What follows belongs to an exercise in optimizing a design on an open flow for a short achievable clock period and few clock cycles per item; a production flow would make more cautious choices. Only the layout flow was run in this run; the RTL was not checked for function there. No activity file was given, so power comes from the tool's default toggle rates.

### design/flow/run.sh
#!/bin/bash
# synth_recipe.tcl (not shown) runs the flow's synth.tcl, then flattens the netlist and writes it again
# the make line also repeats each setting of config.mk as NAME=value (left out here)
make -C /OpenROAD-flow-scripts/flow DESIGN_CONFIG=/design/flow/config.mk WORK_HOME=/design/flow/orfs CLKGATE_MAP_FILE= SYNTH_SCRIPT=/design/flow/synth_recipe.tcl finish
### design/flow/config.mk
export PLATFORM = sky130hd
export DESIGN_NAME = pixel_frame_statistics_unit
export DESIGN_NICKNAME = pixel_frame_statistics_unit
export VERILOG_FILES = /design/flow/design.v
export SDC_FILE = /design/flow/constraint.sdc
export NUM_CORES = 4
export LEC_CHECK = 0
export CAP_MARGIN = 20
export CORE_MARGIN = 2
export CORE_UTILIZATION = 40
export PLACE_DENSITY = 0.6
export SLEW_MARGIN = 20
### design/flow/constraint.sdc
create_clock -name core_clock -period 4.5 [get_ports {i_clk}]
set_input_delay 0.9000 -clock core_clock [delete_from_list [all_inputs] [get_ports {i_clk}]]
set_output_delay 0.9000 -clock core_clock [all_outputs]
set_load 0.01 [all_outputs]
### design/flow/design.v
package pfs_pkg;
    localparam int CFG_W = 13;
endpackage
module pixel_frame_statistics_unit (
    input  logic                      i_clk,
    input  logic                      i_rst_n,
    input  logic                      i_cfg_we,
    input  logic [pfs_pkg::CFG_W-1:0] i_cfg_wdata,
    input  logic                      i_pix_valid,
    output logic                      o_pix_ready,
    input  logic [24:0]               i_pix,
    output logic                      o_rpt_valid,
    input  logic                      i_rpt_ready,
    output logic [50:0]               o_rpt
);
    localparam int QD  = 8;           
    localparam int QA  = 3;
    localparam int CAP = QD + 1;      
    logic        r_ready;
    logic        a_v;
    logic [24:0] a_pix;
    logic        a_we;
    logic [12:0] a_wd;
    assign o_pix_ready = r_ready;
    always_ff @(posedge i_clk) begin
        a_v   <= i_rst_n & i_pix_valid & r_ready;
        a_pix <= i_pix;
        a_we  <= i_rst_n & i_cfg_we;
        a_wd  <= i_cfg_wdata;
    end
    logic [11:0] r_wm1;
    logic [11:0] r_col, r_row;
    logic        wrap;
    logic        b_v, b_eof;
    logic [9:0]  b_sum;
    logic [47:0] b_rec;               
    assign wrap = (r_col >= r_wm1);
    always_ff @(posedge i_clk) begin
        if (!i_rst_n) begin
            r_wm1 <= 12'd639;
            r_col <= '0;
            r_row <= '0;
        end else begin
            if (a_we) begin
                if (a_wd == 13'd0)
                    r_wm1 <= 12'd0;
                else if (a_wd > 13'd4096)
                    r_wm1 <= 12'd4095;
                else
                    r_wm1 <= 12'(a_wd - 13'd1);
            end
            if (a_v) begin
                if (a_pix[0]) begin
                    r_col <= '0;
                    r_row <= '0;
                end else if (wrap) begin
                    r_col <= '0;
                    if (r_row != 12'hfff) r_row <= r_row + 12'd1;
                end else begin
                    r_col <= r_col + 12'd1;
                end
            end
        end
    end
    always_ff @(posedge i_clk) begin
        b_v   <= i_rst_n & a_v;
        b_eof <= a_pix[0];
        b_sum <= 10'(a_pix[24:17]) + 10'(a_pix[16:9]) + 10'(a_pix[8:1]);
        b_rec <= {r_col, r_row, a_pix[24:1]};
    end
    logic        r_first;
    logic [9:0]  r_bsum, r_dsum;
    logic [2:0][7:0] r_max, r_min, b_px;
    logic        take_b, take_d;
    logic        c_v, c_eof, c_tb, c_td;
    logic [47:0] c_rec;
    logic [47:0] r_brec, r_drec;
    assign b_px   = b_rec[23:0];
    assign take_b = r_first || (b_sum > r_bsum);
    assign take_d = r_first || (b_sum < r_dsum);
    always_ff @(posedge i_clk) begin
        if (!i_rst_n) begin
            r_first <= 1'b1;
        end else if (b_v) begin
            r_first <= b_eof;
        end
    end
    always_ff @(posedge i_clk) begin
        if (b_v) begin
            if (take_b) r_bsum <= b_sum;
            if (take_d) r_dsum <= b_sum;
            for (int i = 0; i < 3; i++) begin
                if (r_first || b_px[i] > r_max[i]) r_max[i] <= b_px[i];
                if (r_first || b_px[i] < r_min[i]) r_min[i] <= b_px[i];
            end
        end
    end
    always_ff @(posedge i_clk) begin
        c_v   <= i_rst_n & b_v;
        c_eof <= b_eof;
        c_tb  <= take_b;
        c_td  <= take_d;
        c_rec <= b_rec;
    end
    logic [47:0] fin_b, fin_d;
    logic [143:0] wdata;
    logic        wr;
    assign fin_b = c_tb ? c_rec : r_brec;
    assign fin_d = c_td ? c_rec : r_drec;
    assign wdata = {fin_b, fin_d, r_max, r_min};
    assign wr    = c_v & c_eof;
    always_ff @(posedge i_clk) begin
        if (c_v) begin
            r_brec <= fin_b;
            r_drec <= fin_d;
        end
    end
    logic [143:0] q_mem [0:QD-1];
    logic [QA-1:0] q_wp, q_rp;
    logic [QA:0]   q_cnt;
    logic          q_empty;
    logic [143:0]  h_data;
    logic          h_v;
    logic          h_pop;
    logic          h_load;
    logic          q_push, q_pop;
    assign q_empty = (q_cnt == '0);
    assign h_load  = !h_v || h_pop;
    assign q_pop   = h_load && !q_empty;
    assign q_push  = wr && !(h_load && q_empty);
    always_ff @(posedge i_clk) begin
        if (q_push) q_mem[q_wp] <= wdata;
        if (h_load) h_data <= q_empty ? wdata : q_mem[q_rp];
    end
    always_ff @(posedge i_clk) begin
        if (!i_rst_n) begin
            q_wp  <= '0;
            q_rp  <= '0;
            q_cnt <= '0;
            h_v   <= 1'b0;
        end else begin
            if (q_push) q_wp <= q_wp + QA'(1);
            if (q_pop)  q_rp <= q_rp + QA'(1);
            q_cnt <= q_cnt + (QA+1)'(q_push) - (QA+1)'(q_pop);
            if (h_load) h_v <= wr || !q_empty;
        end
    end
    logic [1:0]  r_kind;
    logic        r_ov;
    logic [50:0] r_out;
    logic        out_load;
    logic [50:0] nxt;
    assign out_load    = !r_ov || i_rpt_ready;
    assign h_pop       = out_load && h_v && (r_kind == 2'd3);
    assign o_rpt_valid = r_ov;
    assign o_rpt       = r_out;
    always_comb begin
        unique case (r_kind)
            2'd0:    nxt = {2'd0, h_data[143:96], 1'b0};
            2'd1:    nxt = {2'd1, h_data[95:48], 1'b0};
            2'd2:    nxt = {2'd2, 24'd0, h_data[47:24], 1'b0};
            default: nxt = {2'd3, 24'd0, h_data[23:0], 1'b1};
        endcase
    end
    always_ff @(posedge i_clk) begin
        if (out_load) r_out <= nxt;
    end
    always_ff @(posedge i_clk) begin
        if (!i_rst_n) begin
            r_kind <= 2'd0;
            r_ov   <= 1'b0;
        end else if (out_load) begin
            r_ov <= h_v;
            if (h_v) r_kind <= r_kind + 2'd1;
        end
    end
    logic [QA+1:0] r_owed;
    always_ff @(posedge i_clk) begin
        if (!i_rst_n) begin
            r_owed  <= '0;
            r_ready <= 1'b1;
        end else begin
            r_owed  <= r_owed + (QA+2)'(a_v & a_pix[0]) - (QA+2)'(h_pop);
            r_ready <= (r_owed + (QA+2)'(a_v & a_pix[0]) + (QA+2)'(2)) <= (QA+2)'(CAP);
        end
    end
endmodule
==> flow_summary.yaml <==
timing:
  fin_crit_ns: 2.921
  max_slew_margin_pct: 25.53
  rsz0062_at_grt: "false"
  maxSlewViolCount: 0
  finalSetupViolCount: 0
  tightest_slew_ns: 1.117
  fin_hold_ws_ns: 0.3150
  hold_viol: 0
  final.setup.worst_slack_ns: 1.579
  skew_ns: 0.02049
  fin_setup_tns_ns: 0
  max_freq_mhz: 342.3
  period_share_pct: 64.92
yosys:
  synthCells: 3408
  yosysWarnings: 1
  synth_top_flop_cell: "edfxtp_1"
  synth_mux_area_share_pct: 14.17
  avgSynthCellArea_um2: 19.24
  synth_xor_area_share_pct: 0.4676
  async_reset_ff_share_pct: 0
  synth_cell_types: 59
  synth_compound_area_share_pct: 3.145
  syn-num-nets: 3567
  synth_seq_area_share_pct: 75.68
  synth_edf_count: 1511
  yosysTopAreaCellShare_pct: 69.21
  synth_area_leaders: "edfxtp_1 (69%), mux4_2 (9.9%), dfxtp_1 (6.5%)"
  synth_fa_ha_area_share_pct: 2.328
  syn_area_um2: 65560
  synth-seq-cells: 1723
  synth_top_family_by_area: "multiplexers"
  synth_largest_area_cell: "edfxtp_1"
  synth-simple-area-share_pct: 2.477
clock_network:
  hold_buffers: 0
  cts_resized: 0
  post_cts_buffers: 0
  clk_latency_ns: 0.79
  cts.sinks: 1723
  cts_tree: "done"
  cts-root-buf: "clkbuf_16"
  cts_max_path_buffers: 3
  h-tree-depth: 4
  clk_pin_slew_ns: 0.06
  cts_buffers: 175
power_and_ir_drop:
  leakage_nw: 24.75
  cellPowerDensity_nw_per_um2: 552.5
  ir_worst_vdd_mv: 0.6858
placement:
  dp_hpwl_um: 79070
  dp_cells: 5596
  port_buffers: 95
  gp_congestion: 0.7361
  placed_area_um2: 69750
  pre_cts_slack_ns: 0.7971
critical_path:
  crit_fanout: 71
  worstSetupEndpointType: "flip-flop"
  cp_cell_sequence: "clkdlybuf4s50_1 > nor2b_4 > o21ai_4 > a21oi_1 > nand2b_2 > nor3_4 > buf_12"
  start_kind: "input port"
  r2r_setup_slack_ns: 1.68
  cp_top_family: "buffers and inverters"
  crit_path_max_incr_delay_ns: 0.47
  slowest_stage: "a21oi_1"
  crit_required_ns: 4.91
  critPathBufInv: 2
  crit_type: "in2reg"
  critPathArrivalTime_ns: 3.34
die:
  core_area_um2: 162800
  fp.dieH_um: 408.8
  fp.dieW_um: 408.8
  start_util_pct: 40.28
  rows: 148
  dieArea_um2: 167200
  ios: 96
final_layout:
  final_cell_mix: "edfxtp_1 (1511), mux4_2 (288), dfxtp_1 (206)"
  areaGrowthSynthToFinish_pct: 14.87
  finalInstanceArea_um2: 75310
  drive_gt1_share_pct: 20.03
  antenna_cells: 0
  regArea_um2: 49640
  n_fill_cell: 13513
  mostFrequentLayoutCell: "edfxtp_1"
  stdcell_count: 5924
  multi_input_area_um2: 14950
  num-nets-final: 3757
route:
  drt-pass1-iter-count: 5
  routed_wl_um: 141100
  num_vias: 31021
  wl_per_cell_um: 23.82
  viasPerCell: 5.236
  drc: 0
  ant_nets: 0
  first_iter_violations: 2501
global_route:
  grt_max_degree: 190
  gr-usage-all-layers_pct: 16.84
  grt_pass1_wl_um: 210000
  grt_pass1_vias: 31910
  antenna_found_initial: 2
  grt.overflow.total: 0
outcome:
  status: "timing/DRC/antenna clean"
min_path:
  min_path_type: "reg2reg"
flow_run:
  max_cap_viol_count: 0
cell usage after synthesis, types with 9 or more instances:
cell,number
o21ai_0,179
mux2_2,96
ha_1,106
and2_1,10
buf_1,33
or3_1,9
mux4_2,288
nand2b_1,13
a22oi_1,24
nor2_1,81
buf_2,33
xnor2_1,17
inv_1,134
xor2_1,18
edfxtp_1,1511
nand3_1,14
fa_1,10
a222oi_1,24
a21o_1,22
mux2i_1,172
nand2_1,173
dfxtp_1,212
nand4_1,14
and3_1,9
a21oi_1,35
clkbuf_1,84
cells by family after synthesis:
| logic type | count (synthesis) |
|---|---|
| AO/OA/AOI/OAI | 334 |
| XOR/XNOR | 35 |
| adder cells (fa/ha/maj) | 116 |
| buffers and inverters | 287 |
| flip-flops | 1723 |
| multiplexers | 556 |
| AND/OR/NAND/NOR | 357 |
area by class of cell:
class / instances / share of cell area, %
clock buffer: 240 / 6.480
clock inverter: 88 / 0.8989
tap: 2175 / 3.614
inverter: 134 / 0.6696
sequential: 1723 / 65.92
timing repair buffer: 166 / 2.565
multi-input combinational: 1398 / 19.86
worst register-to-register path, delay by kind of cell (launching register included):
family,cells,cell delay [ns]
AND/OR/NAND/NOR,2,0.63
flip-flops,1,0.38
AO/OA/AOI/OAI,2,0.60
adder cells (fa/ha/maj),1,0.22
buffers and inverters,2,0.58
power breakdown:
part           switching, mW  internal [mW]
logic                   4.34           3.61
registers              0.690           19.0
clock network           6.00           7.96
total                   11.0           30.6
through the flow:
stage	power (mW)	util [%]
3_3_place_gp	28.11	42.85
4_1_cts	42.22	46.27
2_1_floorplan	25.23	-
5_1_grt	43.44	46.27
3_5_place_dp	28.20	42.85
6_report	41.61	46.27
registers in the layout, indices dropped and copies added, names as in the netlist, 25 cells and up, named ones only:
signal / flops
r_out: 51
h_data: 144
r_brec: 48
a_pix: 25
r_drec: 48
b_rec: 48
q_mem: 1152
c_rec: 48
routing by layer:
| metal | track usage, % | routed length, um | vias up |
|---|---|---|---|
| met1 | 23.13 | 61900 | 16191 |
| met5 | 0 | 0 | - |
| met3 | 2.829 | 6555 | 207 |
| met2 | 27.68 | 69400 | 722 |
| li1 | - | - | 13901 |
| met4 | 4.854 | 3250 | 0 |
worst paths after layout:
kind | start | to | cells past startpoint
worst min-delay path | b_rec[33]$_DFF_P_ | c_rec[33]$_DFF_P_ | 0
worst min register to register | b_rec[33]$_DFF_P_ | c_rec[33]$_DFF_P_ | 0
worst max-delay path | i_rpt_ready | q_mem[0][54]$_DFFE_PP_ | 7
worst max register to register | r_kind[0]$_SDFFE_PN0P_ | q_mem[0][54]$_DFFE_PP_ | 7

==> re-timing with driven ports <==
The results above use ideal ports. As a check the final layout listed here was re-extracted and re-timed, cells and wires unchanged.
Step 1 assumes that a clkbuf_16 drives the clock port and a buf_2 every other input.
Step 2 moves the port delays by t, midway between the first and last clock arrival at a register: inputs arrive t later, outputs are due t later. That takes back most of the time a late clock gives input paths.
a / b / c = ideal / step 1 / step 2; a / b = the first two.
t (ns): 0.856
slack for setup (ns): 1.579 / 1.633 / 0.777
worst setup path at the end: input to register
clock arrival spread, ns: 0.029 / 0.028
worst data-port slew with drivers (ns): 0.03
After both steps this run still meets setup and hold. For this run, drivers alone change the setup slack by +0.054 ns; drivers and shift together by -0.802 ns.
